This is an optimization exercise on Yosys and OpenROAD, whose aim is small area, a short achievable clock period and few clock cycles, not a production implementation. RTL that was checked went through simulation tests only; none was proved equivalent to the original. The RTL of run 2 was laid out without a check of its function.

==> flow/design.v (outline; a module is shown in full before it is edited, if it fits) <==
// module fwdkm_seq: 7704 lines
// module fwd_fa: 10 lines
// module fwd_ha: 9 lines
module fwdkm_seq #(
  parameter int unsigned NJ    = 3,
  parameter int unsigned ANG_W = 32,
  parameter int unsigned COS_W = 32,
  parameter int unsigned LEN_W = 16,
  parameter int unsigned ACC_W = 64
) (
  input  logic                 clk,
  input  logic                reset,
  input  logic                in_valid,
  output logic                in_ready,
  input  logic [ANG_W-1:0]    yaw_ang,
  input  logic [NJ*ANG_W-1:0] jnt_ang,
  input  logic [NJ*ANG_W-1:0] jnt_off,
  input  logic [NJ*LEN_W-1:0] link_len,
  input  logic [LEN_W-1:0]    base_h,
  output logic                cos_req_valid,
  input  logic                cos_req_ready,
  output logic [ANG_W-1:0]    cos_req_angle,
  input  logic                cos_rsp_valid,
  input  logic [COS_W-1:0]    cos_rsp_data,
  output logic                out_valid,
  input  logic                out_ready,
  output logic [ACC_W-1:0]    pos_x,
  output logic [ACC_W-1:0]    pos_y,
  output logic [ACC_W-1:0]    pos_z,
  output logic                busy
);
  // ...
==> flow/flow/run.sh <==
#!/bin/bash
set -euo pipefail
bash standard.sh SETUP_SLACK_MARGIN=7.5 'BUFFER_PORTS_ARGS=-buffer_cell sky130_fd_sc_hd__buf_1' finish > standard_flow.log 2>&1
==> flow/standard.sh <==
#!/bin/bash
# synth_recipe.tcl (not shown) runs the flow's synth.tcl, then flattens the netlist and writes it again
# the make line also repeats each setting of config.mk as NAME=value (left out here)
make -C /OpenROAD-flow-scripts/flow DESIGN_CONFIG=/design/flow/config.mk WORK_HOME=/design/flow/orfs CLKGATE_MAP_FILE= SYNTH_SCRIPT=/design/flow/synth_recipe.tcl "${@:-finish}"
==> flow/config.mk <==
export PLATFORM = sky130hd
export DESIGN_NAME = fwdkm_seq
export DESIGN_NICKNAME = fwdkm_seq
export VERILOG_FILES = /design/flow/design.v
export SDC_FILE = /design/flow/constraint.sdc
export NUM_CORES = 4
export LEC_CHECK = 0
export CAP_MARGIN = 20
export CORE_MARGIN = 5
export CORE_UTILIZATION = 40
export CTS_BUF_LIST = sky130_fd_sc_hd__clkbuf_8
export CTS_CLUSTER_DIAMETER = 80
export CTS_CLUSTER_SIZE = 15
export SLEW_MARGIN = 20
export SYNTH_HIERARCHICAL = 1
export TNS_END_PERCENT = 0
==> flow/constraint.sdc <==
create_clock -name core_clock -period 13.0 [get_ports {clk}]
set_input_delay 2.6000 -clock core_clock [delete_from_list [all_inputs] [get_ports {clk}]]
set_output_delay 2.6000 -clock core_clock [all_outputs]
set_load 0.01 [all_outputs]
==> impl_results.md, run 1 <==
* Status: finished clean
* Synth top area share at 29.54%
* Complex-gate fraction of the synthesized area at 13.73%
* Synth Area in Simple Gates at roughly 7%
* Final setup margin at 7.249 ns
* Layout sequential cell count at ~670
* Placed inst area at roughly 60000 sq um
* Clock Latency Late Sink at 0.81 ns
* Most common cell after layout, fill and taps aside: xnor2_1
* Syn Std Cell Area at 57640 sq um
* Post-Synth XOR/XNOR Area at 12.06%
* Share of post-route cells with drive strength above 1 at 7.749%
* # diodes at 22
* Top flop regs: px_q x56, pz_q x56
* CTS Root Cell: clkbuf_8
* Worst path top cell family by delay: simple AND/OR/NAND/NOR gates
* Largest area contributor in the netlist: edfxtp_1
* Period minus WS final at 5.751 ns
* Largest family of logic cells by synthesized area: adder cells
* Worst Hold End: ry_q[45]
* Min-delay src: y_q[45]
* Worst-margin pin slew at approximately 1.1 ns
* Hold Vio Cnt, Final at 0
* Hpwl dp at 121.8 mm
* Biggest Area Class: multi-input combinational cells
* Final Setup Violations at 0
* First-pass GRT wire length at about 250 mm
* Seq/total area at 30.60%
* Post-synth net total at 6396
* Fin. max-slew vios at 0
* CTS tree: done
* DRC errors left at 0
* Max frequency at roughly 170 MHz
* Rows at 139
Testbench counts, summed over its fixed seeds: cycles 3,144.
==> run 2: changes to the inputs <==
--- a/flow/design.v
+++ b/flow/design.v
@@ -63,17 +63,17 @@
   assign rsp_k         = q_q - 3'd1;
   logic ans6, ans7, pos_free, bstart, blast, first;
   assign ans6     = ans && rsp_k == 3'd6;
   assign ans7     = ans && rsp_k == 3'd7;
   assign pos_free = !bbusy_q && (!ov_q || out_ready);
   assign bstart   = (ans7 || bpend_q) && pos_free;
   assign blast    = (bcnt_q == 3'd5);
   assign first    = (bcnt_q == 3'd0);
-  logic       act_d, pend_d, bpend_d, bbusy_d, ov_d, gate_d, outst_d;
+  logic       act_d, pend_d, bpend_d, bbusy_d, ov_d, gate_d;
   logic [2:0] q_d, bcnt_d;
   always_comb begin
     q_d    = req_fire ? q_q + 3'd1 : q_q;
     act_d  = act_q;
     pend_d = pend_q;
     if (req_fire && q_q == 3'd7) begin
       act_d  = pend_q || accept;
       pend_d = 1'b0;
@@ -89,19 +89,18 @@
       bcnt_d  = '0;
     end else if (bbusy_q) begin
       bcnt_d = bcnt_q + 3'd1;
       if (blast) bbusy_d = 1'b0;
     end
     ov_d = ov_q;
     if (bbusy_q && blast)       ov_d = 1'b1;
     else if (ov_q && out_ready) ov_d = 1'b0;
-    outst_d = req_fire ? 1'b1 : (ans ? 1'b0 : outst_q);
     gate_d = 1'b1;
-    if (q_d == 3'd0) gate_d = !bpend_d && (!outst_d || (!bbusy_d && !ov_d));
+    if (q_d == 3'd0) gate_d = !bpend_d;
     else if (q_d[2:1] == 2'b11) gate_d = !bpend_d && (!bbusy_d || bcnt_d >= 3'd4);
   end
   always_ff @(posedge clk or posedge reset) begin
     if (reset) begin
       occ_q   <= 1'b0;
       act_q   <= 1'b0;
       pend_q  <= 1'b0;
       q_q     <= '0;
@@ -119,17 +118,18 @@
     end else begin
       if (accept) occ_q <= 1'b1;
       else if (ans && rsp_k == 3'd5) occ_q <= 1'b0;
       act_q   <= act_d;
       pend_q  <= pend_d;
       q_q     <= q_d;
       en_q    <= act_d && gate_d;
       asel_q  <= (q_d[2:1] == 2'd0);
-      outst_q <= outst_d;
+      if (req_fire)  outst_q <= 1'b1;
+      else if (ans)  outst_q <= 1'b0;
       mac_v_q <= ans && (rsp_k <= 3'd5);
       if (ans) begin
         mac_z_q <= (rsp_k == 3'd0);
         mac_b_q <= (rsp_k == 3'd1);
         mac_a_q <= (rsp_k == 3'd1 || rsp_k == 3'd3);
       end
       bpend_q <= bpend_d;
       bbusy_q <= bbusy_d;
@@ -148,17 +148,17 @@
     if (accept) begin
       l1_q <= link_len[31:16];
       l2_q <= link_len[47:32];
     end else if (mac_v_q && mac_a_q) begin
       l1_q <= l2_q;
     end
     if (req_fire && q_q[0] && q_q != 3'd7)
       ra_q <= (q_q == 3'd5) ? yw_q : abase + (q_q[1] ? s2_q : s1_q);
-    creg_q <= (ans && rsp_k <= 3'd5) ? cos_rsp_data : '0;
+    creg_q <= cos_rsp_data;
   end
   logic [8:0]  bm_one;
   logic [7:0]  bm_two, bm_neg;
   logic [15:0] lnext;
   logic [8:0]  bn_one, bn_two, bn_neg;
   assign lnext = accept ? link_len[15:0] : l1_q;
   always_comb begin
     logic [17:0] lx;
@@ -173,24 +173,25 @@
     if (accept || (mac_v_q && mac_a_q)) begin
       bm_one <= bn_one;
       bm_two <= bn_two[7:0];
       bm_neg <= bn_neg[7:0];
     end
   end
   logic [RW-1:0] acc_in, mac_sum;
   always_comb begin
-    if (!mac_v_q)     acc_in = x_q;
-    else if (mac_z_q) acc_in = '0;
+    if (mac_z_q)      acc_in = '0;
     else if (mac_b_q) acc_in = {4'd0, bh_q, 30'd0};
-    else              acc_in = y_q;
+    else                      acc_in = y_q;
   end
   always_ff @(posedge clk) begin
-    x_q <= mac_sum;
-    if (mac_v_q) y_q <= x_q;
+    if (mac_v_q) begin
+      x_q <= mac_sum;
+      y_q <= x_q;
+    end
   end
   logic [2:0] yz_one, yz_two, yz_neg, yx_one, yx_two, yx_neg;
   logic [6:0] wz, wx;
   logic [2:0] nz_one, nz_two, nz_neg, nx_one, nx_two, nx_neg;
   assign wz = ans6 ? {cos_rsp_data[5:0], 1'b0} : c6_q[11:5];
   assign wx = ans7 ? {cos_rsp_data[5:0], 1'b0} : c7_q[11:5];
   always_comb begin
     for (int j = 0; j < 3; j++) begin
@@ -3047,16 +3048,224 @@
   logic m_1285;
   logic m_1286;
   logic m_1287;
   logic m_1288;
   logic m_1289;
   logic m_1290;
   logic m_1291;
   logic m_1292;
+  logic m_1293;
+  logic m_1294;
+  logic m_1295;
+  logic m_1296;
+  logic m_1297;
+  logic m_1298;
+  logic m_1299;
+  logic m_1300;
+  logic m_1301;
+  logic m_1302;
+  logic m_1303;
+  logic m_1304;
+  logic m_1305;
+  logic m_1306;
+  logic m_1307;
+  logic m_1308;
+  logic m_1309;
+  logic m_1310;
+  logic m_1311;
+  logic m_1312;
+  logic m_1313;
+  logic m_1314;
+  logic m_1315;
+  logic m_1316;
+  logic m_1317;
+  logic m_1318;
+  logic m_1319;
+  logic m_1320;
+  logic m_1321;
+  logic m_1322;
+  logic m_1323;
+  logic m_1324;
+  logic m_1325;
+  logic m_1326;
+  logic m_1327;
+  logic m_1328;
+  logic m_1329;
+  logic m_1330;
+  logic m_1331;
+  logic m_1332;
+  logic m_1333;
+  logic m_1334;
+  logic m_1335;
+  logic m_1336;
+  logic m_1337;
+  logic m_1338;
+  logic m_1339;
+  logic m_1340;
+  logic m_1341;
+  logic m_1342;
+  logic m_1343;
+  logic m_1344;
+  logic m_1345;
+  logic m_1346;
+  logic m_1347;
+  logic m_1348;
+  logic m_1349;
+  logic m_1350;
+  logic m_1351;
+  logic m_1352;
+  logic m_1353;
+  logic m_1354;
+  logic m_1355;
+  logic m_1356;
+  logic m_1357;
+  logic m_1358;
+  logic m_1359;
+  logic m_1360;
+  logic m_1361;
+  logic m_1362;
+  logic m_1363;
+  logic m_1364;
+  logic m_1365;
+  logic m_1366;
+  logic m_1367;
+  logic m_1368;
+  logic m_1369;
+  logic m_1370;
+  logic m_1371;
+  logic m_1372;
+  logic m_1373;
+  logic m_1374;
+  logic m_1375;
+  logic m_1376;
+  logic m_1377;
+  logic m_1378;
+  logic m_1379;
+  logic m_1380;
+  logic m_1381;
+  logic m_1382;
+  logic m_1383;
+  logic m_1384;
+  logic m_1385;
+  logic m_1386;
+  logic m_1387;
+  logic m_1388;
+  logic m_1389;
+  logic m_1390;
+  logic m_1391;
+  logic m_1392;
+  logic m_1393;
+  logic m_1394;
+  logic m_1395;
+  logic m_1396;
+  logic m_1397;
+  logic m_1398;
+  logic m_1399;
+  logic m_1400;
+  logic m_1401;
+  logic m_1402;
+  logic m_1403;
+  logic m_1404;
+  logic m_1405;
+  logic m_1406;
+  logic m_1407;
+  logic m_1408;
+  logic m_1409;
+  logic m_1410;
+  logic m_1411;
+  logic m_1412;
+  logic m_1413;
+  logic m_1414;
+  logic m_1415;
+  logic m_1416;
+  logic m_1417;
+  logic m_1418;
+  logic m_1419;
+  logic m_1420;
+  logic m_1421;
+  logic m_1422;
+  logic m_1423;
+  logic m_1424;
+  logic m_1425;
+  logic m_1426;
+  logic m_1427;
+  logic m_1428;
+  logic m_1429;
+  logic m_1430;
+  logic m_1431;
+  logic m_1432;
+  logic m_1433;
+  logic m_1434;
+  logic m_1435;
+  logic m_1436;
+  logic m_1437;
+  logic m_1438;
+  logic m_1439;
+  logic m_1440;
+  logic m_1441;
+  logic m_1442;
+  logic m_1443;
+  logic m_1444;
+  logic m_1445;
+  logic m_1446;
+  logic m_1447;
+  logic m_1448;
+  logic m_1449;
+  logic m_1450;
+  logic m_1451;
+  logic m_1452;
+  logic m_1453;
+  logic m_1454;
+  logic m_1455;
+  logic m_1456;
+  logic m_1457;
+  logic m_1458;
+  logic m_1459;
+  logic m_1460;
+  logic m_1461;
+  logic m_1462;
+  logic m_1463;
+  logic m_1464;
+  logic m_1465;
+  logic m_1466;
+  logic m_1467;
+  logic m_1468;
+  logic m_1469;
+  logic m_1470;
+  logic m_1471;
+  logic m_1472;
+  logic m_1473;
+  logic m_1474;
+  logic m_1475;
+  logic m_1476;
+  logic m_1477;
+  logic m_1478;
+  logic m_1479;
+  logic m_1480;
+  logic m_1481;
+  logic m_1482;
+  logic m_1483;
+  logic m_1484;
+  logic m_1485;
+  logic m_1486;
+  logic m_1487;
+  logic m_1488;
+  logic m_1489;
+  logic m_1490;
+  logic m_1491;
+  logic m_1492;
+  logic m_1493;
+  logic m_1494;
+  logic m_1495;
+  logic m_1496;
+  logic m_1497;
+  logic m_1498;
+  logic m_1499;
+  logic m_1500;
   assign m_1 = ((bm_one[0] & creg_q[0]) ^ bm_neg[0]);
   assign m_2 = (((bm_one[0] & creg_q[1]) | (bm_two[0] & creg_q[0])) ^ bm_neg[0]);
   assign m_3 = (((bm_one[0] & creg_q[2]) | (bm_two[0] & creg_q[1])) ^ bm_neg[0]);
   assign m_4 = (((bm_one[0] & creg_q[3]) | (bm_two[0] & creg_q[2])) ^ bm_neg[0]);
   assign m_5 = (((bm_one[0] & creg_q[4]) | (bm_two[0] & creg_q[3])) ^ bm_neg[0]);
   assign m_6 = (((bm_one[0] & creg_q[5]) | (bm_two[0] & creg_q[4])) ^ bm_neg[0]);
   assign m_7 = (((bm_one[0] & creg_q[6]) | (bm_two[0] & creg_q[5])) ^ bm_neg[0]);
   assign m_8 = (((bm_one[0] & creg_q[7]) | (bm_two[0] & creg_q[6])) ^ bm_neg[0]);
@@ -3746,330 +3955,538 @@
   assign m_972 = m_853 ^ m_858;
   assign m_973 = m_859 ^ m_864;
   assign m_974 = m_865 ^ m_868;
   assign m_975 = m_869 ^ m_872;
   assign m_976 = m_873 ^ m_874;
   assign m_977 = m_876 ^ 1'b0;
   assign m_978 = m_879 | (m_929 & m_878);
   assign m_979 = m_929 & m_928;
-  assign m_980 = m_881 | (m_931 & m_880);
-  assign m_981 = m_931 & m_930;
-  assign m_982 = m_883 | (m_933 & m_882);
-  assign m_983 = m_933 & m_932;
-  assign m_984 = m_885 | (m_935 & m_884);
-  assign m_985 = m_935 & m_934;
-  assign m_986 = m_887 | (m_937 & m_886);
-  assign m_987 = m_937 & m_936;
-  assign m_988 = m_889 | (m_939 & m_888);
-  assign m_989 = m_939 & m_938;
-  assign m_990 = m_891 | (m_941 & m_890);
-  assign m_991 = m_941 & m_940;
-  assign m_992 = m_893 | (m_943 & m_892);
-  assign m_993 = m_943 & m_942;
-  assign m_994 = m_895 | (m_945 & m_894);
-  assign m_995 = m_945 & m_944;
-  assign m_996 = m_897 | (m_947 & m_896);
-  assign m_997 = m_947 & m_946;
-  assign m_998 = m_899 | (m_949 & m_898);
-  assign m_999 = m_949 & m_948;
-  assign m_1000 = m_901 | (m_951 & m_900);
-  assign m_1001 = m_951 & m_950;
-  assign m_1002 = m_903 | (m_953 & m_902);
-  assign m_1003 = m_953 & m_952;
-  assign m_1004 = m_905 | (m_955 & m_904);
-  assign m_1005 = m_955 & m_954;
-  assign m_1006 = m_907 | (m_957 & m_906);
-  assign m_1007 = m_957 & m_956;
-  assign m_1008 = m_909 | (m_959 & m_908);
-  assign m_1009 = m_959 & m_958;
-  assign m_1010 = m_911 | (m_961 & m_910);
-  assign m_1011 = m_961 & m_960;
-  assign m_1012 = m_913 | (m_963 & m_912);
-  assign m_1013 = m_963 & m_962;
-  assign m_1014 = m_915 | (m_965 & m_914);
-  assign m_1015 = m_965 & m_964;
-  assign m_1016 = m_917 | (m_967 & m_916);
-  assign m_1017 = m_967 & m_966;
-  assign m_1018 = m_919 | (m_969 & m_918);
-  assign m_1019 = m_969 & m_968;
-  assign m_1020 = m_921 | (m_971 & m_920);
-  assign m_1021 = m_971 & m_970;
-  assign m_1022 = m_923 | (m_973 & m_922);
-  assign m_1023 = m_973 & m_972;
-  assign m_1024 = m_925 | (m_975 & m_924);
-  assign m_1025 = m_975 & m_974;
-  assign m_1026 = m_927 | (m_977 & m_926);
-  assign m_1027 = m_977 & m_976;
-  assign m_1028 = m_880 | (m_930 & m_978);
-  assign m_1029 = m_930 & m_979;
-  assign m_1030 = m_980 | (m_981 & m_978);
-  assign m_1031 = m_981 & m_979;
-  assign m_1032 = m_884 | (m_934 & m_982);
-  assign m_1033 = m_934 & m_983;
-  assign m_1034 = m_984 | (m_985 & m_982);
-  assign m_1035 = m_985 & m_983;
-  assign m_1036 = m_888 | (m_938 & m_986);
-  assign m_1037 = m_938 & m_987;
-  assign m_1038 = m_988 | (m_989 & m_986);
-  assign m_1039 = m_989 & m_987;
-  assign m_1040 = m_892 | (m_942 & m_990);
-  assign m_1041 = m_942 & m_991;
-  assign m_1042 = m_992 | (m_993 & m_990);
-  assign m_1043 = m_993 & m_991;
-  assign m_1044 = m_896 | (m_946 & m_994);
-  assign m_1045 = m_946 & m_995;
-  assign m_1046 = m_996 | (m_997 & m_994);
-  assign m_1047 = m_997 & m_995;
-  assign m_1048 = m_900 | (m_950 & m_998);
-  assign m_1049 = m_950 & m_999;
-  assign m_1050 = m_1000 | (m_1001 & m_998);
-  assign m_1051 = m_1001 & m_999;
-  assign m_1052 = m_904 | (m_954 & m_1002);
-  assign m_1053 = m_954 & m_1003;
-  assign m_1054 = m_1004 | (m_1005 & m_1002);
-  assign m_1055 = m_1005 & m_1003;
-  assign m_1056 = m_908 | (m_958 & m_1006);
-  assign m_1057 = m_958 & m_1007;
-  assign m_1058 = m_1008 | (m_1009 & m_1006);
-  assign m_1059 = m_1009 & m_1007;
-  assign m_1060 = m_912 | (m_962 & m_1010);
-  assign m_1061 = m_962 & m_1011;
-  assign m_1062 = m_1012 | (m_1013 & m_1010);
-  assign m_1063 = m_1013 & m_1011;
-  assign m_1064 = m_916 | (m_966 & m_1014);
-  assign m_1065 = m_966 & m_1015;
-  assign m_1066 = m_1016 | (m_1017 & m_1014);
-  assign m_1067 = m_1017 & m_1015;
-  assign m_1068 = m_920 | (m_970 & m_1018);
-  assign m_1069 = m_970 & m_1019;
-  assign m_1070 = m_1020 | (m_1021 & m_1018);
-  assign m_1071 = m_1021 & m_1019;
-  assign m_1072 = m_924 | (m_974 & m_1022);
-  assign m_1073 = m_974 & m_1023;
-  assign m_1074 = m_1024 | (m_1025 & m_1022);
-  assign m_1075 = m_1025 & m_1023;
-  assign m_1076 = m_882 | (m_932 & m_1030);
-  assign m_1077 = m_932 & m_1031;
-  assign m_1078 = m_982 | (m_983 & m_1030);
-  assign m_1079 = m_983 & m_1031;
-  assign m_1080 = m_1032 | (m_1033 & m_1030);
-  assign m_1081 = m_1033 & m_1031;
-  assign m_1082 = m_1034 | (m_1035 & m_1030);
-  assign m_1083 = m_1035 & m_1031;
-  assign m_1084 = m_890 | (m_940 & m_1038);
-  assign m_1085 = m_940 & m_1039;
-  assign m_1086 = m_990 | (m_991 & m_1038);
-  assign m_1087 = m_991 & m_1039;
-  assign m_1088 = m_1040 | (m_1041 & m_1038);
-  assign m_1089 = m_1041 & m_1039;
-  assign m_1090 = m_1042 | (m_1043 & m_1038);
-  assign m_1091 = m_1043 & m_1039;
-  assign m_1092 = m_898 | (m_948 & m_1046);
-  assign m_1093 = m_948 & m_1047;
-  assign m_1094 = m_998 | (m_999 & m_1046);
-  assign m_1095 = m_999 & m_1047;
-  assign m_1096 = m_1048 | (m_1049 & m_1046);
-  assign m_1097 = m_1049 & m_1047;
-  assign m_1098 = m_1050 | (m_1051 & m_1046);
-  assign m_1099 = m_1051 & m_1047;
-  assign m_1100 = m_906 | (m_956 & m_1054);
-  assign m_1101 = m_956 & m_1055;
-  assign m_1102 = m_1006 | (m_1007 & m_1054);
-  assign m_1103 = m_1007 & m_1055;
-  assign m_1104 = m_1056 | (m_1057 & m_1054);
-  assign m_1105 = m_1057 & m_1055;
-  assign m_1106 = m_1058 | (m_1059 & m_1054);
-  assign m_1107 = m_1059 & m_1055;
-  assign m_1108 = m_914 | (m_964 & m_1062);
-  assign m_1109 = m_964 & m_1063;
-  assign m_1110 = m_1014 | (m_1015 & m_1062);
-  assign m_1111 = m_1015 & m_1063;
-  assign m_1112 = m_1064 | (m_1065 & m_1062);
-  assign m_1113 = m_1065 & m_1063;
-  assign m_1114 = m_1066 | (m_1067 & m_1062);
-  assign m_1115 = m_1067 & m_1063;
-  assign m_1116 = m_922 | (m_972 & m_1070);
-  assign m_1117 = m_972 & m_1071;
-  assign m_1118 = m_1022 | (m_1023 & m_1070);
-  assign m_1119 = m_1023 & m_1071;
-  assign m_1120 = m_1072 | (m_1073 & m_1070);
-  assign m_1121 = m_1073 & m_1071;
-  assign m_1122 = m_1074 | (m_1075 & m_1070);
-  assign m_1123 = m_1075 & m_1071;
-  assign m_1124 = m_886 | (m_936 & m_1082);
-  assign m_1125 = m_936 & m_1083;
-  assign m_1126 = m_986 | (m_987 & m_1082);
-  assign m_1127 = m_987 & m_1083;
-  assign m_1128 = m_1036 | (m_1037 & m_1082);
-  assign m_1129 = m_1037 & m_1083;
-  assign m_1130 = m_1038 | (m_1039 & m_1082);
-  assign m_1131 = m_1039 & m_1083;
-  assign m_1132 = m_1084 | (m_1085 & m_1082);
-  assign m_1133 = m_1085 & m_1083;
-  assign m_1134 = m_1086 | (m_1087 & m_1082);
-  assign m_1135 = m_1087 & m_1083;
-  assign m_1136 = m_1088 | (m_1089 & m_1082);
-  assign m_1137 = m_1089 & m_1083;
-  assign m_1138 = m_1090 | (m_1091 & m_1082);
-  assign m_1139 = m_1091 & m_1083;
-  assign m_1140 = m_902 | (m_952 & m_1098);
-  assign m_1141 = m_952 & m_1099;
-  assign m_1142 = m_1002 | (m_1003 & m_1098);
-  assign m_1143 = m_1003 & m_1099;
-  assign m_1144 = m_1052 | (m_1053 & m_1098);
-  assign m_1145 = m_1053 & m_1099;
-  assign m_1146 = m_1054 | (m_1055 & m_1098);
-  assign m_1147 = m_1055 & m_1099;
-  assign m_1148 = m_1100 | (m_1101 & m_1098);
-  assign m_1149 = m_1101 & m_1099;
-  assign m_1150 = m_1102 | (m_1103 & m_1098);
-  assign m_1151 = m_1103 & m_1099;
-  assign m_1152 = m_1104 | (m_1105 & m_1098);
-  assign m_1153 = m_1105 & m_1099;
-  assign m_1154 = m_1106 | (m_1107 & m_1098);
-  assign m_1155 = m_1107 & m_1099;
-  assign m_1156 = m_918 | (m_968 & m_1114);
-  assign m_1157 = m_968 & m_1115;
-  assign m_1158 = m_1018 | (m_1019 & m_1114);
-  assign m_1159 = m_1019 & m_1115;
-  assign m_1160 = m_1068 | (m_1069 & m_1114);
-  assign m_1161 = m_1069 & m_1115;
-  assign m_1162 = m_1070 | (m_1071 & m_1114);
-  assign m_1163 = m_1071 & m_1115;
-  assign m_1164 = m_1116 | (m_1117 & m_1114);
-  assign m_1165 = m_1117 & m_1115;
-  assign m_1166 = m_1118 | (m_1119 & m_1114);
-  assign m_1167 = m_1119 & m_1115;
-  assign m_1168 = m_1120 | (m_1121 & m_1114);
-  assign m_1169 = m_1121 & m_1115;
-  assign m_1170 = m_1122 | (m_1123 & m_1114);
-  assign m_1171 = m_1123 & m_1115;
-  assign m_1172 = m_894 | (m_944 & m_1138);
-  assign m_1173 = m_944 & m_1139;
-  assign m_1174 = m_994 | (m_995 & m_1138);
-  assign m_1175 = m_995 & m_1139;
-  assign m_1176 = m_1044 | (m_1045 & m_1138);
-  assign m_1177 = m_1045 & m_1139;
-  assign m_1178 = m_1046 | (m_1047 & m_1138);
-  assign m_1179 = m_1047 & m_1139;
-  assign m_1180 = m_1092 | (m_1093 & m_1138);
-  assign m_1181 = m_1093 & m_1139;
-  assign m_1182 = m_1094 | (m_1095 & m_1138);
-  assign m_1183 = m_1095 & m_1139;
-  assign m_1184 = m_1096 | (m_1097 & m_1138);
-  assign m_1185 = m_1097 & m_1139;
-  assign m_1186 = m_1098 | (m_1099 & m_1138);
-  assign m_1187 = m_1099 & m_1139;
-  assign m_1188 = m_1140 | (m_1141 & m_1138);
-  assign m_1189 = m_1141 & m_1139;
-  assign m_1190 = m_1142 | (m_1143 & m_1138);
-  assign m_1191 = m_1143 & m_1139;
-  assign m_1192 = m_1144 | (m_1145 & m_1138);
-  assign m_1193 = m_1145 & m_1139;
-  assign m_1194 = m_1146 | (m_1147 & m_1138);
-  assign m_1195 = m_1147 & m_1139;
-  assign m_1196 = m_1148 | (m_1149 & m_1138);
-  assign m_1197 = m_1149 & m_1139;
-  assign m_1198 = m_1150 | (m_1151 & m_1138);
-  assign m_1199 = m_1151 & m_1139;
-  assign m_1200 = m_1152 | (m_1153 & m_1138);
-  assign m_1201 = m_1153 & m_1139;
-  assign m_1202 = m_1154 | (m_1155 & m_1138);
-  assign m_1203 = m_1155 & m_1139;
-  assign m_1204 = m_926 | (m_976 & m_1170);
-  assign m_1205 = m_976 & m_1171;
-  assign m_1206 = m_1026 | (m_1027 & m_1170);
-  assign m_1207 = m_1027 & m_1171;
-  assign m_1208 = m_910 | (m_960 & m_1202);
-  assign m_1209 = m_960 & m_1203;
-  assign m_1210 = m_1010 | (m_1011 & m_1202);
-  assign m_1211 = m_1011 & m_1203;
-  assign m_1212 = m_1060 | (m_1061 & m_1202);
-  assign m_1213 = m_1061 & m_1203;
-  assign m_1214 = m_1062 | (m_1063 & m_1202);
-  assign m_1215 = m_1063 & m_1203;
-  assign m_1216 = m_1108 | (m_1109 & m_1202);
-  assign m_1217 = m_1109 & m_1203;
-  assign m_1218 = m_1110 | (m_1111 & m_1202);
-  assign m_1219 = m_1111 & m_1203;
-  assign m_1220 = m_1112 | (m_1113 & m_1202);
-  assign m_1221 = m_1113 & m_1203;
-  assign m_1222 = m_1114 | (m_1115 & m_1202);
-  assign m_1223 = m_1115 & m_1203;
-  assign m_1224 = m_1156 | (m_1157 & m_1202);
-  assign m_1225 = m_1157 & m_1203;
-  assign m_1226 = m_1158 | (m_1159 & m_1202);
-  assign m_1227 = m_1159 & m_1203;
-  assign m_1228 = m_1160 | (m_1161 & m_1202);
-  assign m_1229 = m_1161 & m_1203;
-  assign m_1230 = m_1162 | (m_1163 & m_1202);
-  assign m_1231 = m_1163 & m_1203;
-  assign m_1232 = m_1164 | (m_1165 & m_1202);
-  assign m_1233 = m_1165 & m_1203;
-  assign m_1234 = m_1166 | (m_1167 & m_1202);
-  assign m_1235 = m_1167 & m_1203;
-  assign m_1236 = m_1168 | (m_1169 & m_1202);
-  assign m_1237 = m_1169 & m_1203;
-  assign m_1238 = m_1170 | (m_1171 & m_1202);
-  assign m_1239 = m_1171 & m_1203;
-  assign m_1240 = m_1204 | (m_1205 & m_1202);
-  assign m_1241 = m_1205 & m_1203;
-  assign m_1242 = m_1206 | (m_1207 & m_1202);
-  assign m_1243 = m_1207 & m_1203;
-  assign m_1244 = m_929 ^ m_878;
-  assign m_1245 = m_930 ^ m_978;
-  assign m_1246 = m_931 ^ m_1028;
-  assign m_1247 = m_932 ^ m_1030;
-  assign m_1248 = m_933 ^ m_1076;
-  assign m_1249 = m_934 ^ m_1078;
-  assign m_1250 = m_935 ^ m_1080;
-  assign m_1251 = m_936 ^ m_1082;
-  assign m_1252 = m_937 ^ m_1124;
-  assign m_1253 = m_938 ^ m_1126;
-  assign m_1254 = m_939 ^ m_1128;
-  assign m_1255 = m_940 ^ m_1130;
-  assign m_1256 = m_941 ^ m_1132;
-  assign m_1257 = m_942 ^ m_1134;
-  assign m_1258 = m_943 ^ m_1136;
-  assign m_1259 = m_944 ^ m_1138;
-  assign m_1260 = m_945 ^ m_1172;
-  assign m_1261 = m_946 ^ m_1174;
-  assign m_1262 = m_947 ^ m_1176;
-  assign m_1263 = m_948 ^ m_1178;
-  assign m_1264 = m_949 ^ m_1180;
-  assign m_1265 = m_950 ^ m_1182;
-  assign m_1266 = m_951 ^ m_1184;
-  assign m_1267 = m_952 ^ m_1186;
-  assign m_1268 = m_953 ^ m_1188;
-  assign m_1269 = m_954 ^ m_1190;
-  assign m_1270 = m_955 ^ m_1192;
-  assign m_1271 = m_956 ^ m_1194;
-  assign m_1272 = m_957 ^ m_1196;
-  assign m_1273 = m_958 ^ m_1198;
-  assign m_1274 = m_959 ^ m_1200;
-  assign m_1275 = m_960 ^ m_1202;
-  assign m_1276 = m_961 ^ m_1208;
-  assign m_1277 = m_962 ^ m_1210;
-  assign m_1278 = m_963 ^ m_1212;
-  assign m_1279 = m_964 ^ m_1214;
-  assign m_1280 = m_965 ^ m_1216;
-  assign m_1281 = m_966 ^ m_1218;
-  assign m_1282 = m_967 ^ m_1220;
-  assign m_1283 = m_968 ^ m_1222;
-  assign m_1284 = m_969 ^ m_1224;
-  assign m_1285 = m_970 ^ m_1226;
-  assign m_1286 = m_971 ^ m_1228;
-  assign m_1287 = m_972 ^ m_1230;
-  assign m_1288 = m_973 ^ m_1232;
-  assign m_1289 = m_974 ^ m_1234;
-  assign m_1290 = m_975 ^ m_1236;
-  assign m_1291 = m_976 ^ m_1238;
-  assign m_1292 = m_977 ^ m_1240;
-  assign mac_sum = {m_1292, m_1291, m_1290, m_1289, m_1288, m_1287, m_1286, m_1285, m_1284, m_1283, m_1282, m_1281, m_1280, m_1279, m_1278, m_1277, m_1276, m_1275, m_1274, m_1273, m_1272, m_1271, m_1270, m_1269, m_1268, m_1267, m_1266, m_1265, m_1264, m_1263, m_1262, m_1261, m_1260, m_1259, m_1258, m_1257, m_1256, m_1255, m_1254, m_1253, m_1252, m_1251, m_1250, m_1249, m_1248, m_1247, m_1246, m_1245, m_1244, m_928};
+  assign m_980 = m_880 | (m_930 & m_879);
+  assign m_981 = m_930 & m_929;
+  assign m_982 = m_881 | (m_931 & m_880);
+  assign m_983 = m_931 & m_930;
+  assign m_984 = m_882 | (m_932 & m_881);
+  assign m_985 = m_932 & m_931;
+  assign m_986 = m_883 | (m_933 & m_882);
+  assign m_987 = m_933 & m_932;
+  assign m_988 = m_884 | (m_934 & m_883);
+  assign m_989 = m_934 & m_933;
+  assign m_990 = m_885 | (m_935 & m_884);
+  assign m_991 = m_935 & m_934;
+  assign m_992 = m_886 | (m_936 & m_885);
+  assign m_993 = m_936 & m_935;
+  assign m_994 = m_887 | (m_937 & m_886);
+  assign m_995 = m_937 & m_936;
+  assign m_996 = m_888 | (m_938 & m_887);
+  assign m_997 = m_938 & m_937;
+  assign m_998 = m_889 | (m_939 & m_888);
+  assign m_999 = m_939 & m_938;
+  assign m_1000 = m_890 | (m_940 & m_889);
+  assign m_1001 = m_940 & m_939;
+  assign m_1002 = m_891 | (m_941 & m_890);
+  assign m_1003 = m_941 & m_940;
+  assign m_1004 = m_892 | (m_942 & m_891);
+  assign m_1005 = m_942 & m_941;
+  assign m_1006 = m_893 | (m_943 & m_892);
+  assign m_1007 = m_943 & m_942;
+  assign m_1008 = m_894 | (m_944 & m_893);
+  assign m_1009 = m_944 & m_943;
+  assign m_1010 = m_895 | (m_945 & m_894);
+  assign m_1011 = m_945 & m_944;
+  assign m_1012 = m_896 | (m_946 & m_895);
+  assign m_1013 = m_946 & m_945;
+  assign m_1014 = m_897 | (m_947 & m_896);
+  assign m_1015 = m_947 & m_946;
+  assign m_1016 = m_898 | (m_948 & m_897);
+  assign m_1017 = m_948 & m_947;
+  assign m_1018 = m_899 | (m_949 & m_898);
+  assign m_1019 = m_949 & m_948;
+  assign m_1020 = m_900 | (m_950 & m_899);
+  assign m_1021 = m_950 & m_949;
+  assign m_1022 = m_901 | (m_951 & m_900);
+  assign m_1023 = m_951 & m_950;
+  assign m_1024 = m_902 | (m_952 & m_901);
+  assign m_1025 = m_952 & m_951;
+  assign m_1026 = m_903 | (m_953 & m_902);
+  assign m_1027 = m_953 & m_952;
+  assign m_1028 = m_904 | (m_954 & m_903);
+  assign m_1029 = m_954 & m_953;
+  assign m_1030 = m_905 | (m_955 & m_904);
+  assign m_1031 = m_955 & m_954;
+  assign m_1032 = m_906 | (m_956 & m_905);
+  assign m_1033 = m_956 & m_955;
+  assign m_1034 = m_907 | (m_957 & m_906);
+  assign m_1035 = m_957 & m_956;
+  assign m_1036 = m_908 | (m_958 & m_907);
+  assign m_1037 = m_958 & m_957;
+  assign m_1038 = m_909 | (m_959 & m_908);
+  assign m_1039 = m_959 & m_958;
+  assign m_1040 = m_910 | (m_960 & m_909);
+  assign m_1041 = m_960 & m_959;
+  assign m_1042 = m_911 | (m_961 & m_910);
+  assign m_1043 = m_961 & m_960;
+  assign m_1044 = m_912 | (m_962 & m_911);
+  assign m_1045 = m_962 & m_961;
+  assign m_1046 = m_913 | (m_963 & m_912);
+  assign m_1047 = m_963 & m_962;
+  assign m_1048 = m_914 | (m_964 & m_913);
+  assign m_1049 = m_964 & m_963;
+  assign m_1050 = m_915 | (m_965 & m_914);
+  assign m_1051 = m_965 & m_964;
+  assign m_1052 = m_916 | (m_966 & m_915);
+  assign m_1053 = m_966 & m_965;
+  assign m_1054 = m_917 | (m_967 & m_916);
+  assign m_1055 = m_967 & m_966;
+  assign m_1056 = m_918 | (m_968 & m_917);
+  assign m_1057 = m_968 & m_967;
+  assign m_1058 = m_919 | (m_969 & m_918);
+  assign m_1059 = m_969 & m_968;
+  assign m_1060 = m_920 | (m_970 & m_919);
+  assign m_1061 = m_970 & m_969;
+  assign m_1062 = m_921 | (m_971 & m_920);
+  assign m_1063 = m_971 & m_970;
+  assign m_1064 = m_922 | (m_972 & m_921);
+  assign m_1065 = m_972 & m_971;
+  assign m_1066 = m_923 | (m_973 & m_922);
+  assign m_1067 = m_973 & m_972;
+  assign m_1068 = m_924 | (m_974 & m_923);
+  assign m_1069 = m_974 & m_973;
+  assign m_1070 = m_925 | (m_975 & m_924);
+  assign m_1071 = m_975 & m_974;
+  assign m_1072 = m_926 | (m_976 & m_925);
+  assign m_1073 = m_976 & m_975;
+  assign m_1074 = m_927 | (m_977 & m_926);
+  assign m_1075 = m_977 & m_976;
+  assign m_1076 = m_980 | (m_981 & m_878);
+  assign m_1077 = m_981 & m_928;
+  assign m_1078 = m_982 | (m_983 & m_978);
+  assign m_1079 = m_983 & m_979;
+  assign m_1080 = m_984 | (m_985 & m_980);
+  assign m_1081 = m_985 & m_981;
+  assign m_1082 = m_986 | (m_987 & m_982);
+  assign m_1083 = m_987 & m_983;
+  assign m_1084 = m_988 | (m_989 & m_984);
+  assign m_1085 = m_989 & m_985;
+  assign m_1086 = m_990 | (m_991 & m_986);
+  assign m_1087 = m_991 & m_987;
+  assign m_1088 = m_992 | (m_993 & m_988);
+  assign m_1089 = m_993 & m_989;
+  assign m_1090 = m_994 | (m_995 & m_990);
+  assign m_1091 = m_995 & m_991;
+  assign m_1092 = m_996 | (m_997 & m_992);
+  assign m_1093 = m_997 & m_993;
+  assign m_1094 = m_998 | (m_999 & m_994);
+  assign m_1095 = m_999 & m_995;
+  assign m_1096 = m_1000 | (m_1001 & m_996);
+  assign m_1097 = m_1001 & m_997;
+  assign m_1098 = m_1002 | (m_1003 & m_998);
+  assign m_1099 = m_1003 & m_999;
+  assign m_1100 = m_1004 | (m_1005 & m_1000);
+  assign m_1101 = m_1005 & m_1001;
+  assign m_1102 = m_1006 | (m_1007 & m_1002);
+  assign m_1103 = m_1007 & m_1003;
+  assign m_1104 = m_1008 | (m_1009 & m_1004);
+  assign m_1105 = m_1009 & m_1005;
+  assign m_1106 = m_1010 | (m_1011 & m_1006);
+  assign m_1107 = m_1011 & m_1007;
+  assign m_1108 = m_1012 | (m_1013 & m_1008);
+  assign m_1109 = m_1013 & m_1009;
+  assign m_1110 = m_1014 | (m_1015 & m_1010);
+  assign m_1111 = m_1015 & m_1011;
+  assign m_1112 = m_1016 | (m_1017 & m_1012);
+  assign m_1113 = m_1017 & m_1013;
+  assign m_1114 = m_1018 | (m_1019 & m_1014);
+  assign m_1115 = m_1019 & m_1015;
+  assign m_1116 = m_1020 | (m_1021 & m_1016);
+  assign m_1117 = m_1021 & m_1017;
+  assign m_1118 = m_1022 | (m_1023 & m_1018);
+  assign m_1119 = m_1023 & m_1019;
+  assign m_1120 = m_1024 | (m_1025 & m_1020);
+  assign m_1121 = m_1025 & m_1021;
+  assign m_1122 = m_1026 | (m_1027 & m_1022);
+  assign m_1123 = m_1027 & m_1023;
+  assign m_1124 = m_1028 | (m_1029 & m_1024);
+  assign m_1125 = m_1029 & m_1025;
+  assign m_1126 = m_1030 | (m_1031 & m_1026);
+  assign m_1127 = m_1031 & m_1027;
+  assign m_1128 = m_1032 | (m_1033 & m_1028);
+  assign m_1129 = m_1033 & m_1029;
+  assign m_1130 = m_1034 | (m_1035 & m_1030);
+  assign m_1131 = m_1035 & m_1031;
+  assign m_1132 = m_1036 | (m_1037 & m_1032);
+  assign m_1133 = m_1037 & m_1033;
+  assign m_1134 = m_1038 | (m_1039 & m_1034);
+  assign m_1135 = m_1039 & m_1035;
+  assign m_1136 = m_1040 | (m_1041 & m_1036);
+  assign m_1137 = m_1041 & m_1037;
+  assign m_1138 = m_1042 | (m_1043 & m_1038);
+  assign m_1139 = m_1043 & m_1039;
+  assign m_1140 = m_1044 | (m_1045 & m_1040);
+  assign m_1141 = m_1045 & m_1041;
+  assign m_1142 = m_1046 | (m_1047 & m_1042);
+  assign m_1143 = m_1047 & m_1043;
+  assign m_1144 = m_1048 | (m_1049 & m_1044);
+  assign m_1145 = m_1049 & m_1045;
+  assign m_1146 = m_1050 | (m_1051 & m_1046);
+  assign m_1147 = m_1051 & m_1047;
+  assign m_1148 = m_1052 | (m_1053 & m_1048);
+  assign m_1149 = m_1053 & m_1049;
+  assign m_1150 = m_1054 | (m_1055 & m_1050);
+  assign m_1151 = m_1055 & m_1051;
+  assign m_1152 = m_1056 | (m_1057 & m_1052);
+  assign m_1153 = m_1057 & m_1053;
+  assign m_1154 = m_1058 | (m_1059 & m_1054);
+  assign m_1155 = m_1059 & m_1055;
+  assign m_1156 = m_1060 | (m_1061 & m_1056);
+  assign m_1157 = m_1061 & m_1057;
+  assign m_1158 = m_1062 | (m_1063 & m_1058);
+  assign m_1159 = m_1063 & m_1059;
+  assign m_1160 = m_1064 | (m_1065 & m_1060);
+  assign m_1161 = m_1065 & m_1061;
+  assign m_1162 = m_1066 | (m_1067 & m_1062);
+  assign m_1163 = m_1067 & m_1063;
+  assign m_1164 = m_1068 | (m_1069 & m_1064);
+  assign m_1165 = m_1069 & m_1065;
+  assign m_1166 = m_1070 | (m_1071 & m_1066);
+  assign m_1167 = m_1071 & m_1067;
+  assign m_1168 = m_1072 | (m_1073 & m_1068);
+  assign m_1169 = m_1073 & m_1069;
+  assign m_1170 = m_1074 | (m_1075 & m_1070);
+  assign m_1171 = m_1075 & m_1071;
+  assign m_1172 = m_1080 | (m_1081 & m_878);
+  assign m_1173 = m_1081 & m_928;
+  assign m_1174 = m_1082 | (m_1083 & m_978);
+  assign m_1175 = m_1083 & m_979;
+  assign m_1176 = m_1084 | (m_1085 & m_1076);
+  assign m_1177 = m_1085 & m_1077;
+  assign m_1178 = m_1086 | (m_1087 & m_1078);
+  assign m_1179 = m_1087 & m_1079;
+  assign m_1180 = m_1088 | (m_1089 & m_1080);
+  assign m_1181 = m_1089 & m_1081;
+  assign m_1182 = m_1090 | (m_1091 & m_1082);
+  assign m_1183 = m_1091 & m_1083;
+  assign m_1184 = m_1092 | (m_1093 & m_1084);
+  assign m_1185 = m_1093 & m_1085;
+  assign m_1186 = m_1094 | (m_1095 & m_1086);
+  assign m_1187 = m_1095 & m_1087;
+  assign m_1188 = m_1096 | (m_1097 & m_1088);
+  assign m_1189 = m_1097 & m_1089;
+  assign m_1190 = m_1098 | (m_1099 & m_1090);
+  assign m_1191 = m_1099 & m_1091;
+  assign m_1192 = m_1100 | (m_1101 & m_1092);
+  assign m_1193 = m_1101 & m_1093;
+  assign m_1194 = m_1102 | (m_1103 & m_1094);
+  assign m_1195 = m_1103 & m_1095;
+  assign m_1196 = m_1104 | (m_1105 & m_1096);
+  assign m_1197 = m_1105 & m_1097;
+  assign m_1198 = m_1106 | (m_1107 & m_1098);
+  assign m_1199 = m_1107 & m_1099;
+  assign m_1200 = m_1108 | (m_1109 & m_1100);
+  assign m_1201 = m_1109 & m_1101;
+  assign m_1202 = m_1110 | (m_1111 & m_1102);
+  assign m_1203 = m_1111 & m_1103;
+  assign m_1204 = m_1112 | (m_1113 & m_1104);
+  assign m_1205 = m_1113 & m_1105;
+  assign m_1206 = m_1114 | (m_1115 & m_1106);
+  assign m_1207 = m_1115 & m_1107;
+  assign m_1208 = m_1116 | (m_1117 & m_1108);
+  assign m_1209 = m_1117 & m_1109;
+  assign m_1210 = m_1118 | (m_1119 & m_1110);
+  assign m_1211 = m_1119 & m_1111;
+  assign m_1212 = m_1120 | (m_1121 & m_1112);
+  assign m_1213 = m_1121 & m_1113;
+  assign m_1214 = m_1122 | (m_1123 & m_1114);
+  assign m_1215 = m_1123 & m_1115;
+  assign m_1216 = m_1124 | (m_1125 & m_1116);
+  assign m_1217 = m_1125 & m_1117;
+  assign m_1218 = m_1126 | (m_1127 & m_1118);
+  assign m_1219 = m_1127 & m_1119;
+  assign m_1220 = m_1128 | (m_1129 & m_1120);
+  assign m_1221 = m_1129 & m_1121;
+  assign m_1222 = m_1130 | (m_1131 & m_1122);
+  assign m_1223 = m_1131 & m_1123;
+  assign m_1224 = m_1132 | (m_1133 & m_1124);
+  assign m_1225 = m_1133 & m_1125;
+  assign m_1226 = m_1134 | (m_1135 & m_1126);
+  assign m_1227 = m_1135 & m_1127;
+  assign m_1228 = m_1136 | (m_1137 & m_1128);
+  assign m_1229 = m_1137 & m_1129;
+  assign m_1230 = m_1138 | (m_1139 & m_1130);
+  assign m_1231 = m_1139 & m_1131;
+  assign m_1232 = m_1140 | (m_1141 & m_1132);
+  assign m_1233 = m_1141 & m_1133;
+  assign m_1234 = m_1142 | (m_1143 & m_1134);
+  assign m_1235 = m_1143 & m_1135;
+  assign m_1236 = m_1144 | (m_1145 & m_1136);
+  assign m_1237 = m_1145 & m_1137;
+  assign m_1238 = m_1146 | (m_1147 & m_1138);
+  assign m_1239 = m_1147 & m_1139;
+  assign m_1240 = m_1148 | (m_1149 & m_1140);
+  assign m_1241 = m_1149 & m_1141;
+  assign m_1242 = m_1150 | (m_1151 & m_1142);
+  assign m_1243 = m_1151 & m_1143;
+  assign m_1244 = m_1152 | (m_1153 & m_1144);
+  assign m_1245 = m_1153 & m_1145;
+  assign m_1246 = m_1154 | (m_1155 & m_1146);
+  assign m_1247 = m_1155 & m_1147;
+  assign m_1248 = m_1156 | (m_1157 & m_1148);
+  assign m_1249 = m_1157 & m_1149;
+  assign m_1250 = m_1158 | (m_1159 & m_1150);
+  assign m_1251 = m_1159 & m_1151;
+  assign m_1252 = m_1160 | (m_1161 & m_1152);
+  assign m_1253 = m_1161 & m_1153;
+  assign m_1254 = m_1162 | (m_1163 & m_1154);
+  assign m_1255 = m_1163 & m_1155;
+  assign m_1256 = m_1164 | (m_1165 & m_1156);
+  assign m_1257 = m_1165 & m_1157;
+  assign m_1258 = m_1166 | (m_1167 & m_1158);
+  assign m_1259 = m_1167 & m_1159;
+  assign m_1260 = m_1168 | (m_1169 & m_1160);
+  assign m_1261 = m_1169 & m_1161;
+  assign m_1262 = m_1170 | (m_1171 & m_1162);
+  assign m_1263 = m_1171 & m_1163;
+  assign m_1264 = m_1180 | (m_1181 & m_878);
+  assign m_1265 = m_1181 & m_928;
+  assign m_1266 = m_1182 | (m_1183 & m_978);
+  assign m_1267 = m_1183 & m_979;
+  assign m_1268 = m_1184 | (m_1185 & m_1076);
+  assign m_1269 = m_1185 & m_1077;
+  assign m_1270 = m_1186 | (m_1187 & m_1078);
+  assign m_1271 = m_1187 & m_1079;
+  assign m_1272 = m_1188 | (m_1189 & m_1172);
+  assign m_1273 = m_1189 & m_1173;
+  assign m_1274 = m_1190 | (m_1191 & m_1174);
+  assign m_1275 = m_1191 & m_1175;
+  assign m_1276 = m_1192 | (m_1193 & m_1176);
+  assign m_1277 = m_1193 & m_1177;
+  assign m_1278 = m_1194 | (m_1195 & m_1178);
+  assign m_1279 = m_1195 & m_1179;
+  assign m_1280 = m_1196 | (m_1197 & m_1180);
+  assign m_1281 = m_1197 & m_1181;
+  assign m_1282 = m_1198 | (m_1199 & m_1182);
+  assign m_1283 = m_1199 & m_1183;
+  assign m_1284 = m_1200 | (m_1201 & m_1184);
+  assign m_1285 = m_1201 & m_1185;
+  assign m_1286 = m_1202 | (m_1203 & m_1186);
+  assign m_1287 = m_1203 & m_1187;
+  assign m_1288 = m_1204 | (m_1205 & m_1188);
+  assign m_1289 = m_1205 & m_1189;
+  assign m_1290 = m_1206 | (m_1207 & m_1190);
+  assign m_1291 = m_1207 & m_1191;
+  assign m_1292 = m_1208 | (m_1209 & m_1192);
+  assign m_1293 = m_1209 & m_1193;
+  assign m_1294 = m_1210 | (m_1211 & m_1194);
+  assign m_1295 = m_1211 & m_1195;
+  assign m_1296 = m_1212 | (m_1213 & m_1196);
+  assign m_1297 = m_1213 & m_1197;
+  assign m_1298 = m_1214 | (m_1215 & m_1198);
+  assign m_1299 = m_1215 & m_1199;
+  assign m_1300 = m_1216 | (m_1217 & m_1200);
+  assign m_1301 = m_1217 & m_1201;
+  assign m_1302 = m_1218 | (m_1219 & m_1202);
+  assign m_1303 = m_1219 & m_1203;
+  assign m_1304 = m_1220 | (m_1221 & m_1204);
+  assign m_1305 = m_1221 & m_1205;
+  assign m_1306 = m_1222 | (m_1223 & m_1206);
+  assign m_1307 = m_1223 & m_1207;
+  assign m_1308 = m_1224 | (m_1225 & m_1208);
+  assign m_1309 = m_1225 & m_1209;
+  assign m_1310 = m_1226 | (m_1227 & m_1210);
+  assign m_1311 = m_1227 & m_1211;
+  assign m_1312 = m_1228 | (m_1229 & m_1212);
+  assign m_1313 = m_1229 & m_1213;
+  assign m_1314 = m_1230 | (m_1231 & m_1214);
+  assign m_1315 = m_1231 & m_1215;
+  assign m_1316 = m_1232 | (m_1233 & m_1216);
+  assign m_1317 = m_1233 & m_1217;
+  assign m_1318 = m_1234 | (m_1235 & m_1218);
+  assign m_1319 = m_1235 & m_1219;
+  assign m_1320 = m_1236 | (m_1237 & m_1220);
+  assign m_1321 = m_1237 & m_1221;
+  assign m_1322 = m_1238 | (m_1239 & m_1222);
+  assign m_1323 = m_1239 & m_1223;
+  assign m_1324 = m_1240 | (m_1241 & m_1224);
+  assign m_1325 = m_1241 & m_1225;
+  assign m_1326 = m_1242 | (m_1243 & m_1226);
+  assign m_1327 = m_1243 & m_1227;
+  assign m_1328 = m_1244 | (m_1245 & m_1228);
+  assign m_1329 = m_1245 & m_1229;
+  assign m_1330 = m_1246 | (m_1247 & m_1230);
+  assign m_1331 = m_1247 & m_1231;
+  assign m_1332 = m_1248 | (m_1249 & m_1232);
+  assign m_1333 = m_1249 & m_1233;
+  assign m_1334 = m_1250 | (m_1251 & m_1234);
+  assign m_1335 = m_1251 & m_1235;
+  assign m_1336 = m_1252 | (m_1253 & m_1236);
+  assign m_1337 = m_1253 & m_1237;
+  assign m_1338 = m_1254 | (m_1255 & m_1238);
+  assign m_1339 = m_1255 & m_1239;
+  assign m_1340 = m_1256 | (m_1257 & m_1240);
+  assign m_1341 = m_1257 & m_1241;
+  assign m_1342 = m_1258 | (m_1259 & m_1242);
+  assign m_1343 = m_1259 & m_1243;
+  assign m_1344 = m_1260 | (m_1261 & m_1244);
+  assign m_1345 = m_1261 & m_1245;
+  assign m_1346 = m_1262 | (m_1263 & m_1246);
+  assign m_1347 = m_1263 & m_1247;
+  assign m_1348 = m_1280 | (m_1281 & m_878);
+  assign m_1349 = m_1281 & m_928;
+  assign m_1350 = m_1282 | (m_1283 & m_978);
+  assign m_1351 = m_1283 & m_979;
+  assign m_1352 = m_1284 | (m_1285 & m_1076);
+  assign m_1353 = m_1285 & m_1077;
+  assign m_1354 = m_1286 | (m_1287 & m_1078);
+  assign m_1355 = m_1287 & m_1079;
+  assign m_1356 = m_1288 | (m_1289 & m_1172);
+  assign m_1357 = m_1289 & m_1173;
+  assign m_1358 = m_1290 | (m_1291 & m_1174);
+  assign m_1359 = m_1291 & m_1175;
+  assign m_1360 = m_1292 | (m_1293 & m_1176);
+  assign m_1361 = m_1293 & m_1177;
+  assign m_1362 = m_1294 | (m_1295 & m_1178);
+  assign m_1363 = m_1295 & m_1179;
+  assign m_1364 = m_1296 | (m_1297 & m_1264);
+  assign m_1365 = m_1297 & m_1265;
+  assign m_1366 = m_1298 | (m_1299 & m_1266);
+  assign m_1367 = m_1299 & m_1267;
+  assign m_1368 = m_1300 | (m_1301 & m_1268);
+  assign m_1369 = m_1301 & m_1269;
+  assign m_1370 = m_1302 | (m_1303 & m_1270);
+  assign m_1371 = m_1303 & m_1271;
+  assign m_1372 = m_1304 | (m_1305 & m_1272);
+  assign m_1373 = m_1305 & m_1273;
+  assign m_1374 = m_1306 | (m_1307 & m_1274);
+  assign m_1375 = m_1307 & m_1275;
+  assign m_1376 = m_1308 | (m_1309 & m_1276);
+  assign m_1377 = m_1309 & m_1277;
+  assign m_1378 = m_1310 | (m_1311 & m_1278);
+  assign m_1379 = m_1311 & m_1279;
+  assign m_1380 = m_1312 | (m_1313 & m_1280);
+  assign m_1381 = m_1313 & m_1281;
+  assign m_1382 = m_1314 | (m_1315 & m_1282);
+  assign m_1383 = m_1315 & m_1283;
+  assign m_1384 = m_1316 | (m_1317 & m_1284);
+  assign m_1385 = m_1317 & m_1285;
+  assign m_1386 = m_1318 | (m_1319 & m_1286);
+  assign m_1387 = m_1319 & m_1287;
+  assign m_1388 = m_1320 | (m_1321 & m_1288);
+  assign m_1389 = m_1321 & m_1289;
+  assign m_1390 = m_1322 | (m_1323 & m_1290);
+  assign m_1391 = m_1323 & m_1291;
+  assign m_1392 = m_1324 | (m_1325 & m_1292);
+  assign m_1393 = m_1325 & m_1293;
+  assign m_1394 = m_1326 | (m_1327 & m_1294);
+  assign m_1395 = m_1327 & m_1295;
+  assign m_1396 = m_1328 | (m_1329 & m_1296);
+  assign m_1397 = m_1329 & m_1297;
+  assign m_1398 = m_1330 | (m_1331 & m_1298);
+  assign m_1399 = m_1331 & m_1299;
+  assign m_1400 = m_1332 | (m_1333 & m_1300);
+  assign m_1401 = m_1333 & m_1301;
+  assign m_1402 = m_1334 | (m_1335 & m_1302);
+  assign m_1403 = m_1335 & m_1303;
+  assign m_1404 = m_1336 | (m_1337 & m_1304);
+  assign m_1405 = m_1337 & m_1305;
+  assign m_1406 = m_1338 | (m_1339 & m_1306);
+  assign m_1407 = m_1339 & m_1307;
+  assign m_1408 = m_1340 | (m_1341 & m_1308);
+  assign m_1409 = m_1341 & m_1309;
+  assign m_1410 = m_1342 | (m_1343 & m_1310);
+  assign m_1411 = m_1343 & m_1311;
+  assign m_1412 = m_1344 | (m_1345 & m_1312);
+  assign m_1413 = m_1345 & m_1313;
+  assign m_1414 = m_1346 | (m_1347 & m_1314);
+  assign m_1415 = m_1347 & m_1315;
+  assign m_1416 = m_1380 | (m_1381 & m_878);
+  assign m_1417 = m_1381 & m_928;
+  assign m_1418 = m_1382 | (m_1383 & m_978);
+  assign m_1419 = m_1383 & m_979;
+  assign m_1420 = m_1384 | (m_1385 & m_1076);
+  assign m_1421 = m_1385 & m_1077;
+  assign m_1422 = m_1386 | (m_1387 & m_1078);
+  assign m_1423 = m_1387 & m_1079;
+  assign m_1424 = m_1388 | (m_1389 & m_1172);
+  assign m_1425 = m_1389 & m_1173;
+  assign m_1426 = m_1390 | (m_1391 & m_1174);
+  assign m_1427 = m_1391 & m_1175;
+  assign m_1428 = m_1392 | (m_1393 & m_1176);
+  assign m_1429 = m_1393 & m_1177;
+  assign m_1430 = m_1394 | (m_1395 & m_1178);
+  assign m_1431 = m_1395 & m_1179;
+  assign m_1432 = m_1396 | (m_1397 & m_1264);
+  assign m_1433 = m_1397 & m_1265;
+  assign m_1434 = m_1398 | (m_1399 & m_1266);
+  assign m_1435 = m_1399 & m_1267;
+  assign m_1436 = m_1400 | (m_1401 & m_1268);
+  assign m_1437 = m_1401 & m_1269;
+  assign m_1438 = m_1402 | (m_1403 & m_1270);
+  assign m_1439 = m_1403 & m_1271;
+  assign m_1440 = m_1404 | (m_1405 & m_1272);
+  assign m_1441 = m_1405 & m_1273;
+  assign m_1442 = m_1406 | (m_1407 & m_1274);
+  assign m_1443 = m_1407 & m_1275;
+  assign m_1444 = m_1408 | (m_1409 & m_1276);
+  assign m_1445 = m_1409 & m_1277;
+  assign m_1446 = m_1410 | (m_1411 & m_1278);
+  assign m_1447 = m_1411 & m_1279;
+  assign m_1448 = m_1412 | (m_1413 & m_1348);
+  assign m_1449 = m_1413 & m_1349;
+  assign m_1450 = m_1414 | (m_1415 & m_1350);
+  assign m_1451 = m_1415 & m_1351;
+  assign m_1452 = m_929 ^ m_878;
+  assign m_1453 = m_930 ^ m_978;
+  assign m_1454 = m_931 ^ m_1076;
+  assign m_1455 = m_932 ^ m_1078;
+  assign m_1456 = m_933 ^ m_1172;
+  assign m_1457 = m_934 ^ m_1174;
+  assign m_1458 = m_935 ^ m_1176;
+  assign m_1459 = m_936 ^ m_1178;
+  assign m_1460 = m_937 ^ m_1264;
+  assign m_1461 = m_938 ^ m_1266;
+  assign m_1462 = m_939 ^ m_1268;
+  assign m_1463 = m_940 ^ m_1270;
+  assign m_1464 = m_941 ^ m_1272;
+  assign m_1465 = m_942 ^ m_1274;
+  assign m_1466 = m_943 ^ m_1276;
+  assign m_1467 = m_944 ^ m_1278;
+  assign m_1468 = m_945 ^ m_1348;
+  assign m_1469 = m_946 ^ m_1350;
+  assign m_1470 = m_947 ^ m_1352;
+  assign m_1471 = m_948 ^ m_1354;
+  assign m_1472 = m_949 ^ m_1356;
+  assign m_1473 = m_950 ^ m_1358;
+  assign m_1474 = m_951 ^ m_1360;
+  assign m_1475 = m_952 ^ m_1362;
+  assign m_1476 = m_953 ^ m_1364;
+  assign m_1477 = m_954 ^ m_1366;
+  assign m_1478 = m_955 ^ m_1368;
+  assign m_1479 = m_956 ^ m_1370;
+  assign m_1480 = m_957 ^ m_1372;
+  assign m_1481 = m_958 ^ m_1374;
+  assign m_1482 = m_959 ^ m_1376;
+  assign m_1483 = m_960 ^ m_1378;
+  assign m_1484 = m_961 ^ m_1416;
+  assign m_1485 = m_962 ^ m_1418;
+  assign m_1486 = m_963 ^ m_1420;
+  assign m_1487 = m_964 ^ m_1422;
+  assign m_1488 = m_965 ^ m_1424;
+  assign m_1489 = m_966 ^ m_1426;
+  assign m_1490 = m_967 ^ m_1428;
+  assign m_1491 = m_968 ^ m_1430;
+  assign m_1492 = m_969 ^ m_1432;
+  assign m_1493 = m_970 ^ m_1434;
+  assign m_1494 = m_971 ^ m_1436;
+  assign m_1495 = m_972 ^ m_1438;
+  assign m_1496 = m_973 ^ m_1440;
+  assign m_1497 = m_974 ^ m_1442;
+  assign m_1498 = m_975 ^ m_1444;
+  assign m_1499 = m_976 ^ m_1446;
+  assign m_1500 = m_977 ^ m_1448;
+  assign mac_sum = {m_1500, m_1499, m_1498, m_1497, m_1496, m_1495, m_1494, m_1493, m_1492, m_1491, m_1490, m_1489, m_1488, m_1487, m_1486, m_1485, m_1484, m_1483, m_1482, m_1481, m_1480, m_1479, m_1478, m_1477, m_1476, m_1475, m_1474, m_1473, m_1472, m_1471, m_1470, m_1469, m_1468, m_1467, m_1466, m_1465, m_1464, m_1463, m_1462, m_1461, m_1460, m_1459, m_1458, m_1457, m_1456, m_1455, m_1454, m_1453, m_1452, m_928};
   logic yz_1;
   logic yz_2;
   logic yz_3;
   logic yz_4;
   logic yz_5;
   logic yz_6;
   logic yz_7;
   logic yz_8;
==> run 2 against run 1 <==
  * Still clean on timing, DRC and antenna
  * Clock-buffer cell count fell by 1
  * Non-clock buffer count down 18
  * Register-to-register slack worse by 0.26 ns
  * Sequential share of layout area up 0.42 points
  * Sequential cell count stayed put
  * Critical path type is now flop to flop
  * Largest cell class unchanged
==> impl_results.md, run 2 <==
* Fin cells at 7414
* Reg-to-reg setup timing slack at 7.05 ns
* Initial cell density of the core at 40.25%
* Most used cell, CP: fa_1
* RR Startpoint: bm_one[2]
* CP peak stage delay at 0.57 ns
* Most common cell after layout, fill and taps aside: xnor2_1
* Vias/cell at 5.591
* CP required at 13.54 ns
* Reg2reg path depth at 18
* Top flop regs: px_q x56, pz_q x56
* Slew margin rel. at between 20% and 30%
* Period minus WS final at 5.949 ns (+0.1978 ns)
* Post-synth EDFFs at 617
* CP Capture Type: flop
* Layout area overhead at 8.310%
* Mean Syn Cell Area at between 10 and 15 sq um
* Crit-path cells: buf_4 -> bufbuf_16 -> a22oi_1 -> xnor2_1 -> fa_1 -> fa_1 -> fa_1 -> fa_1 -> fa_1 -> ha_4 -> and2_4 -> nand4_1 -> or3b_4 -> nor4_4 -> o311ai_2 -> a211oi_1 -> o22ai_1 -> xnor2_1
* GPL Wtd Cong at about 0.90
* CP startpoint: bm_one[2]
* CTS tree: done
* Clock sink count at 668
* Cells after Synth at 5252
* Reg-to-Reg End: x_q[47]
* NumNets Final at ~6700
* Critical path endpoint: x_q[47]
* Worst-margin pin slew at 1.070 ns (-0.01220 ns)
* Wirelength, routed at 172.0 mm
* Htree depth at 3
* Hold Vio Cnt, Final at 0 (unchanged)
* Vias in the first global route at 41170
* Post-synth net total at 6498 (+1.6%)
* Fin. max-slew vios at 0 (unchanged)
* Yosys cell types at 86
* Share of post-route cells with drive strength above 1 at 8.095% (+0.35 points)
* Total GRT Usage at between 20% and 30%
* Vias at 41450
* Status: finished clean
* Final Setup Violations at 0 (unchanged)
* Core box area at 145700 sq um
* Clock Latency Late Sink at 0.80 ns (about the same)
* DRC errors left at 0 (unchanged)
* Finished Cell Area at 63540 sq um
* Met2 GRT Util at around a third
* YS warnings at 10
* RSZ-0062 raised after global routing: true
* Synth Register Bits at 668
* Largest area contributor in the netlist: edfxtp_1
* Seq/Total Area, Yosys at 33.49%
* Max-cap violations at 0
* Met1 Usage GRT at 30.92%
* Slowest cell on the critical path: fa_1
* Grt ovf at 0
* Hpwl dp at 126.6 mm (+4.0%)
* Post-route antenna net violation count at 0
* Rows at 140 (+0.72%)
* Main synth FF type: edfxtp_1
* Die width at 393.0 um
* Area contributors post-synth: edfxtp_1 (32%), fa_1 (16%), xnor2_1 (10%), ha_1 (9.4%), a22oi_1 (6.9%)
* Fin crit share at between 40 and 50%
* Top-count cell post-synth: xnor2_1
* First-pass GRT wire length at 257.8 mm (+1.5%)
* Die height at 393.0 um
* Crit-path max FO at 16
* Layer with the highest usage: met2
* Worst hold path class: flop to flop
* Routed len/inst at 23.19 um
* Hold slack at around 0.44 ns
* Leading cell types in the layout, fill and taps excluded: xnor2_1 (673), edfxtp_1 (617), buf_1 (553), a22oi_1 (514), fa_1 (450)
* First-iteration detailed-routing DRC count at 3447
* CTS Root Cell: clkbuf_8
* CTS max path bufs at 3
* Setup CP Type: flop to flop
* Post-Route Skew at 0.03511 ns
* Placed inst area at 61210 sq um (+1.7%)
* CP arrival at 6.48 ns
* Setup TNS at 0 ns
* Pin count of the biggest net entering global routing at 153
* TritonCTS Buffers at 67
* Met3 Use GR at 4.429%
* Placed cells at 7268
* Drt pass-1 iters at 6
* Clk pin slew, worst setup/hold paths at 0.10 ns
* Synth top area share at 31.58% (+2.0 points)
* Final setup margin at 7.051 ns (-0.1978 ns)
* Syn Std Cell Area at 58660 sq um (+1.8%)
* Top cell types by occurrence after synthesis: xnor2_1 (676), edfxtp_1 (617), a22oi_1 (542), fa_1 (478), ha_1 (442)
* Initial antenna violation count at 37
* Top Ports at between 500 and 600
* Max frequency at 168.1 MHz (-3.3%)
* Fill cell count at 13850
* IO Port Bufs at 553
* Startpoint Class: flop
* Async S/R FF share, synth at 2.844%
* Die area at around 150000 sq um
* Dpl ws at 6.213 ns
## run 2: cell count changes after synthesis, sizes merged, moves of 16 or more
cell,delta
a21o,+29
a21oi,+16
edfxtp,+50
nor2,+21
nand2,+22
a22o,-33
dfxtp,-50
## run 2: worst min-delay path by stage
stage          startpoint        to  slack [ns]  cells after the start
3_5_place_dp      x_q[36]   y_q[36]        0.43                      0
5_1_grt           x_q[14]  py_q[14]        0.45                      0
2_1_floorplan      y_q[0]   ry_q[0]        0.42                      0
4_1_cts           x_q[14]  py_q[14]        0.45                      0
6_report          x_q[14]  py_q[14]        0.44                      0
3_3_place_gp      x_q[14]   y_q[14]        0.43                      0
## run 2: repair_timing
item / CTS / global route
hold buffers: 0 / 0
pin swaps: 19 / 38
endpoints found under the setup margin: 95 / 90
cloned: 1 / 0
gates resized for setup: 130 / 74
setup buffers: 16 / 6
## run 2: kinds of logic (layout without fill, tap and decap cells)
| group | count (synthesis) | after routing | share of synthesized area [%] |
|---|---|---|---|
| compound gates | 1161 | 1161 | 13.85 |
| xor+xnor | 790 | 790 | 11.79 |
| fa+ha+maj | 920 | 920 | 25.74 |
| buf+inv | 693 | 926 | 5.343 |
| flops | 668 | 668 | 33.49 |
| mux | 127 | 127 | 2.329 |
| other cells | 0 | 12 | 0 |
| simple gates | 893 | 893 | 7.459 |
## run 2: area by class of cell
class	instances	area [sq um]	area share, %
inverter	180	676.9	1.065
multi-input combinational	3891	36480	57.42
clock buffer	67	922.1	1.451
tap	1917	2399	3.775
clock inverter	43	361.6	0.5691
sequential	668	19710	31.02
antenna	12	30.03	0.04726
timing repair buffer	636	2958	4.655
## run 2: metrics by stage
| stage | util, % |
|---|---|
| final | 43.60 |
| after global routing | 43.58 |
| after CTS | 43.33 |
| after detailed placement | 42.00 |
| after global placement | 42.00 |
| after floorplan | - |
## run 2: per-module statistics from Yosys, one instance, submodules excluded
module	cells	area, sq um	flops+latches	copies in the design
fwd_ha	1	12.51	0	125
fwd_fa	1	20.02	0	449
fwdkm_seq	4678	48110	668	1
## run 2: metal layers
| layer | share of wire (%) | routed length (um) |
|---|---|---|
| met1 | 44 | 75380 |
| met2 | 45 | 77170 |
| met3 | 8.1 | 14010 |
| met4 | 3.1 | 5279 |
| met5 | 0.063 | 108 |
## run 2: worst max-delay path, delay by kind of cell (launching register included)
family                     cells  cell delay (ns)
adders and majority gates      6             2.70
and+or+nand+nor                4             1.01
AOI/OAI and AO/OA              4             0.78
xor gates and xnor gates       2             0.27
buffers and inverters          2             0.48
DFF                            1             0.45

[what the ideal ports hide]
In the flow no input, the clock included, has a driving cell. The finished layouts below were timed again as built, in two steps. Step 1 assumes that a clkbuf_16 drives the clock port and a buf_2 every other input. Step 2 times the ports against the registers' clock, not the clock port: input delays grow and output delays shrink by t, the midpoint of the rising clock arrivals with the driver on. Slacks: ideal ports / drivers / drivers and shift; pairs: ideal ports / drivers.
run	t (ns)	setup slack, ns	hold WS [ns]	worst setup path at the end	latest minus earliest clock arrival (ns)
run 1	0.859	7.249 / 7.137 / 6.755	0.458 / 0.458 / 0.458	input to register	0.070 / 0.070
run 2	0.853	7.051 / 7.051 / 6.956	0.444 / 0.444 / 0.444	input to register	0.041 / 0.041
After both steps setup and hold are still met in every run listed. The setup slack of run 1, which loses most, moves by -0.112 ns with the drivers and by -0.494 ns with both steps.
